This is an optimization exercise on Yosys and OpenROAD, whose aim is small area, not a production implementation. Only simulation tests tie the RTL to the original design; equivalence was not proved.

==> inputs of job 3860 <==
==> flow/design.v <==
package hdc_frame_assembler_pkg;
  localparam int INPUT_CHANNELS = 64;
  localparam int RAW_WIDTH      = 15;
  localparam int MODE_W         = 2;
  localparam int LABEL_W        = 5;
  typedef enum logic {
    COLLECT = 1'b0,
    HOLD    = 1'b1
  } asmState_t;
  function automatic int idxWidth(input int n);
    if (n > 1) idxWidth = $clog2(n);
    else       idxWidth = 1;
  endfunction
endpackage
module hdc_frame_slot #(
  parameter int RAW_W = 1024
) (
  input  logic               Clk_CI,
  input  logic               Load_SI,
  input  logic [RAW_W-1:0]   Raw_DI,
  input  logic [hdc_frame_assembler_pkg::MODE_W-1:0]  Mode_DI,
  input  logic [hdc_frame_assembler_pkg::LABEL_W-1:0] Label_DI,
  output logic [RAW_W-1:0]   Raw_DO,
  output logic [hdc_frame_assembler_pkg::MODE_W-1:0]  Mode_DO,
  output logic [hdc_frame_assembler_pkg::LABEL_W-1:0] Label_DO
);
  always_ff @(posedge Clk_CI) begin
    if (Load_SI) begin
      Raw_DO   <= Raw_DI;
      Mode_DO  <= Mode_DI;
      Label_DO <= Label_DI;
    end
  end
endmodule
module hdc_frame_assembler #(
  parameter int CHANNELS = hdc_frame_assembler_pkg::INPUT_CHANNELS,
  parameter int SAMPLE_W = hdc_frame_assembler_pkg::RAW_WIDTH,
  parameter int LANE_W   = 16
) (
  input  logic                         Clk_CI,
  input  logic                         Reset_RI,
  input  logic                         SampleValid_SI,
  output logic                         SampleReady_SO,
  input  logic [SAMPLE_W-1:0]          Sample_DI,
  input  logic                         SampleLast_SI,
  input  logic [hdc_frame_assembler_pkg::MODE_W-1:0]            ModeIn_SI,
  input  logic [hdc_frame_assembler_pkg::LABEL_W-1:0]           LabelIn_DI,
  output logic [hdc_frame_assembler_pkg::idxWidth(CHANNELS)-1:0] ChannelIdx_DO,
  output logic                         ValidOut_SO,
  input  logic                         ReadyIn_SI,
  output logic [hdc_frame_assembler_pkg::MODE_W-1:0]            ModeOut_SO,
  output logic [hdc_frame_assembler_pkg::LABEL_W-1:0]           LabelOut_DO,
  output logic [CHANNELS*LANE_W-1:0]   Raw_DO,
  output logic                         FrameError_SO
);
  localparam int IDX_W = hdc_frame_assembler_pkg::idxWidth(CHANNELS);
  localparam int PK_W  = CHANNELS * SAMPLE_W;
  logic               sampleReady;
  logic [IDX_W-1:0]   chanIdx;
  logic               frameError;
  logic               slotValid;
  logic [SAMPLE_W-1:0] collectLane [CHANNELS];
  logic [hdc_frame_assembler_pkg::MODE_W-1:0]  collectMode;
  logic [hdc_frame_assembler_pkg::LABEL_W-1:0] collectLabel;
  logic accept, atLastIdx, complete, framingErr, slotFree, slotLoad;
  assign accept     = SampleValid_SI & sampleReady;
  assign atLastIdx  = (chanIdx == IDX_W'(CHANNELS - 1));
  assign complete   = accept & atLastIdx & SampleLast_SI;
  assign framingErr = accept & (SampleLast_SI != atLastIdx);
  assign slotFree   = ~slotValid | ReadyIn_SI;
  assign slotLoad   = slotFree & (~sampleReady | complete);
  always_ff @(posedge Clk_CI or negedge Reset_RI) begin
    if (!Reset_RI) begin
      sampleReady <= 1'b1;
      chanIdx     <= '0;
      frameError  <= 1'b0;
      slotValid   <= 1'b0;
    end else begin
      if (accept) begin
        chanIdx <= framingErr ? '0 : chanIdx + IDX_W'(1);
      end
      if (framingErr) begin
        frameError <= 1'b1;
      end
      if (sampleReady) begin
        if (complete & ~slotFree) sampleReady <= 1'b0;
      end else begin
        if (slotFree) sampleReady <= 1'b1;
      end
      if (slotLoad) begin
        slotValid <= 1'b1;
      end else if (ReadyIn_SI) begin
        slotValid <= 1'b0;
      end
    end
  end
  always_ff @(posedge Clk_CI) begin
    for (int k = 0; k < CHANNELS; k++) begin
      if (chanIdx == IDX_W'(k) && (k != 0 || sampleReady)) begin
        collectLane[k] <= Sample_DI;
      end
    end
    if (chanIdx == '0 && sampleReady) begin
      collectMode  <= ModeIn_SI;
      collectLabel <= LabelIn_DI;
    end
  end
  logic [PK_W-1:0] loadPk;
  always_comb begin
    for (int k = 0; k < CHANNELS - 1; k++) begin
      loadPk[k*SAMPLE_W +: SAMPLE_W] = collectLane[k];
    end
    loadPk[(CHANNELS-1)*SAMPLE_W +: SAMPLE_W] =
      sampleReady ? Sample_DI : collectLane[CHANNELS-1];
  end
  logic [PK_W-1:0] slotPk;
  hdc_frame_slot #(
    .RAW_W (PK_W)
  ) uSlot (
    .Clk_CI   (Clk_CI),
    .Load_SI  (slotLoad),
    .Raw_DI   (loadPk),
    .Mode_DI  (collectMode),
    .Label_DI (collectLabel),
    .Raw_DO   (slotPk),
    .Mode_DO  (ModeOut_SO),
    .Label_DO (LabelOut_DO)
  );
  always_comb begin
    for (int k = 0; k < CHANNELS; k++) begin
      Raw_DO[k*LANE_W +: LANE_W] = {~slotValid, slotPk[k*SAMPLE_W +: SAMPLE_W]};
    end
  end
  assign SampleReady_SO = sampleReady;
  assign ChannelIdx_DO  = chanIdx;
  assign FrameError_SO  = frameError;
  assign ValidOut_SO    = slotValid;
endmodule
==> flow/flow/run.sh <==
#!/bin/bash
# Standard ORFS layout (standard.sh, unchanged synthesis) with these changes:
# port buffers use the smallest buffer cell, the first fanout repair may not
# use the largest buffers, and the clock tree uses clkbuf_8 with small sink
# clusters and no dummy loads.
set -e
HERE=$(cd "$(dirname "$0")" && pwd)
export BUFFER_PORTS_ARGS="-buffer_cell sky130_fd_sc_hd__buf_1"
export PRE_RESIZE_TCL="$HERE/pre_resize.tcl"
export CTS_ARGS="-sink_clustering_enable -repair_clock_nets -buf_list sky130_fd_sc_hd__clkbuf_8 -sink_clustering_size 16 -sink_clustering_max_diameter 50 -dont_use_dummy_load"
bash standard.sh > standard.log 2>&1
==> flow/flow/pre_resize.tcl <==
# Keep the first fanout repair from building trees of the largest buffers.
set_dont_use {sky130_fd_sc_hd__buf_12 sky130_fd_sc_hd__buf_16 sky130_fd_sc_hd__clkbuf_16}
==> flow/standard.sh <==
#!/bin/bash
# synth_recipe.tcl (not shown) runs the flow's synth.tcl, then flattens the netlist and writes it again
# the make line also repeats each setting of config.mk as NAME=value (left out here)
make -C /OpenROAD-flow-scripts/flow DESIGN_CONFIG=/design/flow/config.mk WORK_HOME=/design/flow/orfs CLKGATE_MAP_FILE= SYNTH_SCRIPT=/design/flow/synth_recipe.tcl "${@:-finish}"
==> flow/config.mk <==
export PLATFORM = sky130hd
export DESIGN_NAME = hdc_frame_assembler
export DESIGN_NICKNAME = hdc_frame_assembler
export VERILOG_FILES = /design/flow/design.v
export SDC_FILE = /design/flow/constraint.sdc
export NUM_CORES = 4
export LEC_CHECK = 0
export CAP_MARGIN = 20
export CORE_MARGIN = 2
export CORE_UTILIZATION = 75
export GPL_TIMING_DRIVEN = 0
export PLACE_DENSITY = 0.85
export SLEW_MARGIN = 20
==> flow/constraint.sdc <==
create_clock -name core_clock -period 4.0 [get_ports {Clk_CI}]
set_input_delay 0.8000 -clock core_clock [delete_from_list [all_inputs] [get_ports {Clk_CI}]]
set_output_delay 0.8000 -clock core_clock [all_outputs]
set_load 0.01 [all_outputs]
==> job 1703: changes against job 3860 <==
==> flow/design.v, changed modules only <==
module hdc_frame_assembler #(
  parameter int CHANNELS = hdc_frame_assembler_pkg::INPUT_CHANNELS,
  parameter int SAMPLE_W = hdc_frame_assembler_pkg::RAW_WIDTH,
  parameter int LANE_W   = 16
) (
  input  logic                         Clk_CI,
  input  logic                         Reset_RI,
  input  logic                         SampleValid_SI,
  output logic                         SampleReady_SO,
  input  logic [SAMPLE_W-1:0]          Sample_DI,
  input  logic                         SampleLast_SI,
  input  logic [hdc_frame_assembler_pkg::MODE_W-1:0]            ModeIn_SI,
  input  logic [hdc_frame_assembler_pkg::LABEL_W-1:0]           LabelIn_DI,
  output logic [hdc_frame_assembler_pkg::idxWidth(CHANNELS)-1:0] ChannelIdx_DO,
  output logic                         ValidOut_SO,
  input  logic                         ReadyIn_SI,
  output logic [hdc_frame_assembler_pkg::MODE_W-1:0]            ModeOut_SO,
  output logic [hdc_frame_assembler_pkg::LABEL_W-1:0]           LabelOut_DO,
  output logic [CHANNELS*LANE_W-1:0]   Raw_DO,
  output logic                         FrameError_SO
);
  localparam int IDX_W = hdc_frame_assembler_pkg::idxWidth(CHANNELS);
  localparam int PK_W  = CHANNELS * SAMPLE_W;
  logic               sampleReady;
  logic [IDX_W-1:0]   chanIdx;
  logic               frameError;
  logic               slotValid;
  logic [(CHANNELS-1)*SAMPLE_W-1:0] collectShift;
  logic [SAMPLE_W-1:0] collectLast;
  logic [hdc_frame_assembler_pkg::MODE_W-1:0]  collectMode;
  logic [hdc_frame_assembler_pkg::LABEL_W-1:0] collectLabel;
  logic accept, atLastIdx, complete, framingErr, slotFree, slotLoad;
  assign accept     = SampleValid_SI & sampleReady;
  assign atLastIdx  = (chanIdx == IDX_W'(CHANNELS - 1));
  assign complete   = accept & atLastIdx & SampleLast_SI;
  assign framingErr = accept & (SampleLast_SI != atLastIdx);
  assign slotFree   = ~slotValid | ReadyIn_SI;
  assign slotLoad   = slotFree & (~sampleReady | complete);
  always_ff @(posedge Clk_CI or negedge Reset_RI) begin
    if (!Reset_RI) begin
      sampleReady <= 1'b1;
      chanIdx     <= '0;
      frameError  <= 1'b0;
      slotValid   <= 1'b0;
    end else begin
      if (accept) begin
        chanIdx <= framingErr ? '0 : chanIdx + IDX_W'(1);
      end
      if (framingErr) begin
        frameError <= 1'b1;
      end
      if (sampleReady) begin
        if (complete & ~slotFree) sampleReady <= 1'b0;
      end else begin
        if (slotFree) sampleReady <= 1'b1;
      end
      if (slotLoad) begin
        slotValid <= 1'b1;
      end else if (ReadyIn_SI) begin
        slotValid <= 1'b0;
      end
    end
  end
  always_ff @(posedge Clk_CI) begin
    if (accept & ~atLastIdx) begin
      collectShift <= {Sample_DI, collectShift[(CHANNELS-1)*SAMPLE_W-1:SAMPLE_W]};
    end
    if (atLastIdx) begin
      collectLast <= Sample_DI;
    end
    if (chanIdx == '0 && sampleReady) begin
      collectMode  <= ModeIn_SI;
      collectLabel <= LabelIn_DI;
    end
  end
  logic [PK_W-1:0] loadPk;
  assign loadPk = {sampleReady ? Sample_DI : collectLast, collectShift};
  logic [PK_W-1:0] slotPk;
  hdc_frame_slot #(
    .RAW_W (PK_W)
  ) uSlot (
    .Clk_CI   (Clk_CI),
    .Load_SI  (slotLoad),
    .Raw_DI   (loadPk),
    .Mode_DI  (collectMode),
    .Label_DI (collectLabel),
    .Raw_DO   (slotPk),
    .Mode_DO  (ModeOut_SO),
    .Label_DO (LabelOut_DO)
  );
  always_comb begin
    for (int k = 0; k < CHANNELS; k++) begin
      Raw_DO[k*LANE_W +: LANE_W] = LANE_W'(slotPk[k*SAMPLE_W +: SAMPLE_W]);
    end
  end
  assign SampleReady_SO = sampleReady;
  assign ChannelIdx_DO  = chanIdx;
  assign FrameError_SO  = frameError;
  assign ValidOut_SO    = slotValid;
endmodule
--- a/flow/config.mk
+++ b/flow/config.mk
@@ -8,6 +8,5 @@
 export CAP_MARGIN = 20
 export CORE_MARGIN = 2
-export CORE_UTILIZATION = 75
+export CORE_UTILIZATION = 65
 export GPL_TIMING_DRIVEN = 0
-export PLACE_DENSITY = 0.85
 export SLEW_MARGIN = 20
==> job 9164: changes against job 3860 <==
==> flow/design.v, changed modules only <==
module hdc_frame_slot #(
  parameter int RAW_W = 1024
) (
  input  logic               Clk_CI,
  input  logic               Reset_RI,
  input  logic               Load_SI,
  input  logic [RAW_W-1:0]   Raw_DI,
  input  logic [hdc_frame_assembler_pkg::MODE_W-1:0]  Mode_DI,
  input  logic [hdc_frame_assembler_pkg::LABEL_W-1:0] Label_DI,
  input  logic               ReadyIn_SI,
  output logic               Free_SO,
  output logic               ValidOut_SO,
  output logic [RAW_W-1:0]   Raw_DO,
  output logic [hdc_frame_assembler_pkg::MODE_W-1:0]  Mode_DO,
  output logic [hdc_frame_assembler_pkg::LABEL_W-1:0] Label_DO
);
  assign Free_SO = ~ValidOut_SO | ReadyIn_SI;
  always_ff @(posedge Clk_CI or negedge Reset_RI) begin
    if (!Reset_RI) begin
      ValidOut_SO <= 1'b0;
      Raw_DO      <= '0;
      Mode_DO     <= '0;
      Label_DO    <= '0;
    end else if (Load_SI) begin
      ValidOut_SO <= 1'b1;
      Raw_DO      <= Raw_DI;
      Mode_DO     <= Mode_DI;
      Label_DO    <= Label_DI;
    end else if (ReadyIn_SI) begin
      ValidOut_SO <= 1'b0;
    end
  end
endmodule
module hdc_frame_assembler #(
  parameter int CHANNELS = hdc_frame_assembler_pkg::INPUT_CHANNELS,
  parameter int SAMPLE_W = hdc_frame_assembler_pkg::RAW_WIDTH,
  parameter int LANE_W   = 16
) (
  input  logic                         Clk_CI,
  input  logic                         Reset_RI,
  input  logic                         SampleValid_SI,
  output logic                         SampleReady_SO,
  input  logic [SAMPLE_W-1:0]          Sample_DI,
  input  logic                         SampleLast_SI,
  input  logic [hdc_frame_assembler_pkg::MODE_W-1:0]            ModeIn_SI,
  input  logic [hdc_frame_assembler_pkg::LABEL_W-1:0]           LabelIn_DI,
  output logic [hdc_frame_assembler_pkg::idxWidth(CHANNELS)-1:0] ChannelIdx_DO,
  output logic                         ValidOut_SO,
  input  logic                         ReadyIn_SI,
  output logic [hdc_frame_assembler_pkg::MODE_W-1:0]            ModeOut_SO,
  output logic [hdc_frame_assembler_pkg::LABEL_W-1:0]           LabelOut_DO,
  output logic [CHANNELS*LANE_W-1:0]   Raw_DO,
  output logic                         FrameError_SO
);
  localparam int IDX_W = hdc_frame_assembler_pkg::idxWidth(CHANNELS);
  localparam int RAW_W = CHANNELS * LANE_W;
  hdc_frame_assembler_pkg::asmState_t          state;
  logic               sampleReady;
  logic [IDX_W-1:0]   chanIdx;
  logic               frameError;
  logic [RAW_W-1:0]   collectRaw,   collectRawNext;
  logic [hdc_frame_assembler_pkg::MODE_W-1:0]  collectMode,  collectModeNext;
  logic [hdc_frame_assembler_pkg::LABEL_W-1:0] collectLabel, collectLabelNext;
  logic accept, atLastIdx, complete, framingErr, slotFree, slotLoad;
  assign accept     = SampleValid_SI & sampleReady;
  assign atLastIdx  = (chanIdx == IDX_W'(CHANNELS - 1));
  assign complete   = accept & atLastIdx & SampleLast_SI;
  assign framingErr = accept & (SampleLast_SI != atLastIdx);
  always_comb begin
    collectRawNext   = collectRaw;
    collectModeNext  = collectMode;
    collectLabelNext = collectLabel;
    if (accept) begin
      collectRawNext[int'(chanIdx)*LANE_W +: LANE_W] = LANE_W'(Sample_DI);
      if (chanIdx == '0) begin
        collectModeNext  = ModeIn_SI;
        collectLabelNext = LabelIn_DI;
      end
    end
  end
  assign slotLoad = (state == hdc_frame_assembler_pkg::HOLD) ? slotFree : (complete & slotFree);
  always_ff @(posedge Clk_CI or negedge Reset_RI) begin
    if (!Reset_RI) begin
      state        <= hdc_frame_assembler_pkg::COLLECT;
      sampleReady  <= 1'b1;
      chanIdx      <= '0;
      frameError   <= 1'b0;
      collectRaw   <= '0;
      collectMode  <= '0;
      collectLabel <= '0;
    end else begin
      collectRaw   <= collectRawNext;
      collectMode  <= collectModeNext;
      collectLabel <= collectLabelNext;
      if (accept) begin
        chanIdx <= (framingErr | atLastIdx) ? '0 : chanIdx + IDX_W'(1);
      end
      if (framingErr) begin
        frameError <= 1'b1;
      end
      case (state)
        hdc_frame_assembler_pkg::COLLECT: begin
          if (complete & ~slotFree) begin
            state       <= hdc_frame_assembler_pkg::HOLD;
            sampleReady <= 1'b0;
          end
        end
        hdc_frame_assembler_pkg::HOLD: begin
          if (slotFree) begin
            state       <= hdc_frame_assembler_pkg::COLLECT;
            sampleReady <= 1'b1;
          end
        end
        default: begin
          state       <= hdc_frame_assembler_pkg::COLLECT;
          sampleReady <= 1'b1;
        end
      endcase
    end
  end
  logic               slotValid;
  logic [RAW_W-1:0]   slotRaw;
  logic [hdc_frame_assembler_pkg::MODE_W-1:0]  slotMode;
  logic [hdc_frame_assembler_pkg::LABEL_W-1:0] slotLabel;
  hdc_frame_slot #(
    .RAW_W (RAW_W)
  ) uSlot (
    .Clk_CI      (Clk_CI),
    .Reset_RI    (Reset_RI),
    .Load_SI     (slotLoad),
    .Raw_DI      (collectRawNext),
    .Mode_DI     (collectModeNext),
    .Label_DI    (collectLabelNext),
    .ReadyIn_SI  (ReadyIn_SI),
    .Free_SO     (slotFree),
    .ValidOut_SO (slotValid),
    .Raw_DO      (slotRaw),
    .Mode_DO     (slotMode),
    .Label_DO    (slotLabel)
  );
  assign SampleReady_SO = sampleReady;
  assign ChannelIdx_DO = chanIdx;
  assign FrameError_SO = frameError;
  assign ValidOut_SO = slotValid;
  assign Raw_DO = slotRaw;
  assign ModeOut_SO = slotMode;
  assign LabelOut_DO = slotLabel;
endmodule
==> flow/run.sh (new file) <==
#!/bin/bash
# synth_recipe.tcl (not shown) runs the flow's synth.tcl, then flattens the netlist and writes it again
# the make line also repeats each setting of config.mk as NAME=value (left out here)
make -C /OpenROAD-flow-scripts/flow DESIGN_CONFIG=/design/flow/config.mk WORK_HOME=/design/flow/orfs CLKGATE_MAP_FILE= SYNTH_SCRIPT=/design/flow/synth_recipe.tcl finish
--- a/flow/config.mk
+++ b/flow/config.mk
@@ -8,6 +8,4 @@
 export CAP_MARGIN = 20
 export CORE_MARGIN = 2
-export CORE_UTILIZATION = 75
-export GPL_TIMING_DRIVEN = 0
-export PLACE_DENSITY = 0.85
+export CORE_UTILIZATION = 40
 export SLEW_MARGIN = 20
removed: flow/flow/run.sh
removed: flow/flow/pre_resize.tcl
removed: flow/standard.sh
==> job 9381: changes against job 3860 <==
--- a/flow/design.v
+++ b/flow/design.v
@@ -129,5 +129,5 @@
   always_comb begin
     for (int k = 0; k < CHANNELS; k++) begin
-      Raw_DO[k*LANE_W +: LANE_W] = {~slotValid, slotPk[k*SAMPLE_W +: SAMPLE_W]};
+      Raw_DO[k*LANE_W +: LANE_W] = LANE_W'(slotPk[k*SAMPLE_W +: SAMPLE_W]);
     end
   end
==> flow/run.sh (new file) <==
#!/bin/bash
# synth_recipe.tcl (not shown) runs the flow's synth.tcl, then flattens the netlist and writes it again
# the make line also repeats each setting of config.mk as NAME=value (left out here)
make -C /OpenROAD-flow-scripts/flow DESIGN_CONFIG=/design/flow/config.mk WORK_HOME=/design/flow/orfs CLKGATE_MAP_FILE= SYNTH_SCRIPT=/design/flow/synth_recipe.tcl finish
--- a/flow/config.mk
+++ b/flow/config.mk
@@ -8,6 +8,7 @@
 export CAP_MARGIN = 20
 export CORE_MARGIN = 2
-export CORE_UTILIZATION = 75
+export CORE_UTILIZATION = 70
+export CTS_BUF_LIST = sky130_fd_sc_hd__clkbuf_8
+export CTS_CLUSTER_SIZE = 30
 export GPL_TIMING_DRIVEN = 0
-export PLACE_DENSITY = 0.85
 export SLEW_MARGIN = 20
removed: flow/flow/run.sh
removed: flow/flow/pre_resize.tcl
removed: flow/standard.sh
==> notes <==
Job 9381 finished with timing, DRC and antenna clean. Job 1703 passed the timing, design-rule and antenna checks. Job 3860 died in I/O pin placement (3_2_place_iop). Job 9164 completed with no timing, DRC or antenna violations. In synthesized cell count, job 9164 is at 2.6 times the value of job 1703. Via count: job 1703 is lower than job 9164 (49%). In register-to-register slack, job 1703 and job 9164 hardly differ. Of job 9164 and job 9381, job 9164 has the higher synthesized area (gap about 30%, measured against job 9381).

-- re-timing with driven ports --
No port has a modelled driver above. Below, the same layouts with a new extraction and two added sets of constraints.
Step 1 assumes that a clkbuf_16 drives the clock port and a buf_2 every other input.
Step 2 adds t to the input delays and takes it off the output delays; t is the mean of the earliest and latest rising clock arrival at the registers after step 1. Input paths then give back, and output paths get back, about the clock's delay inside the block.
Slacks: ideal ports / drivers / drivers and shift; pairs: ideal ports / drivers.
run | shift t [ns] | setup slack, ns | hold WS [ns] | worst setup path at the end | pins driven straight from the clock port
job 1703 | 0.877 | 0.386 / 0.386 / 0.189 | 0.139 / 0.097 / 0.398 | input to register | 1
job 9164 | 0.927 | 0.397 / 0.397 / -0.107 | 0.447 / 0.389 / 0.460 | input to register | 1
job 9381 | 1.006 | 0.505 / 0.505 / 0.221 | 0.194 / 0.233 / 0.375 | input to register | 1
Met with ideal ports but missed after step 2: setup timing in job 9164. For job 9164, which loses most, drivers alone change the setup slack by 0.000 ns; drivers and shift together by -0.504 ns.
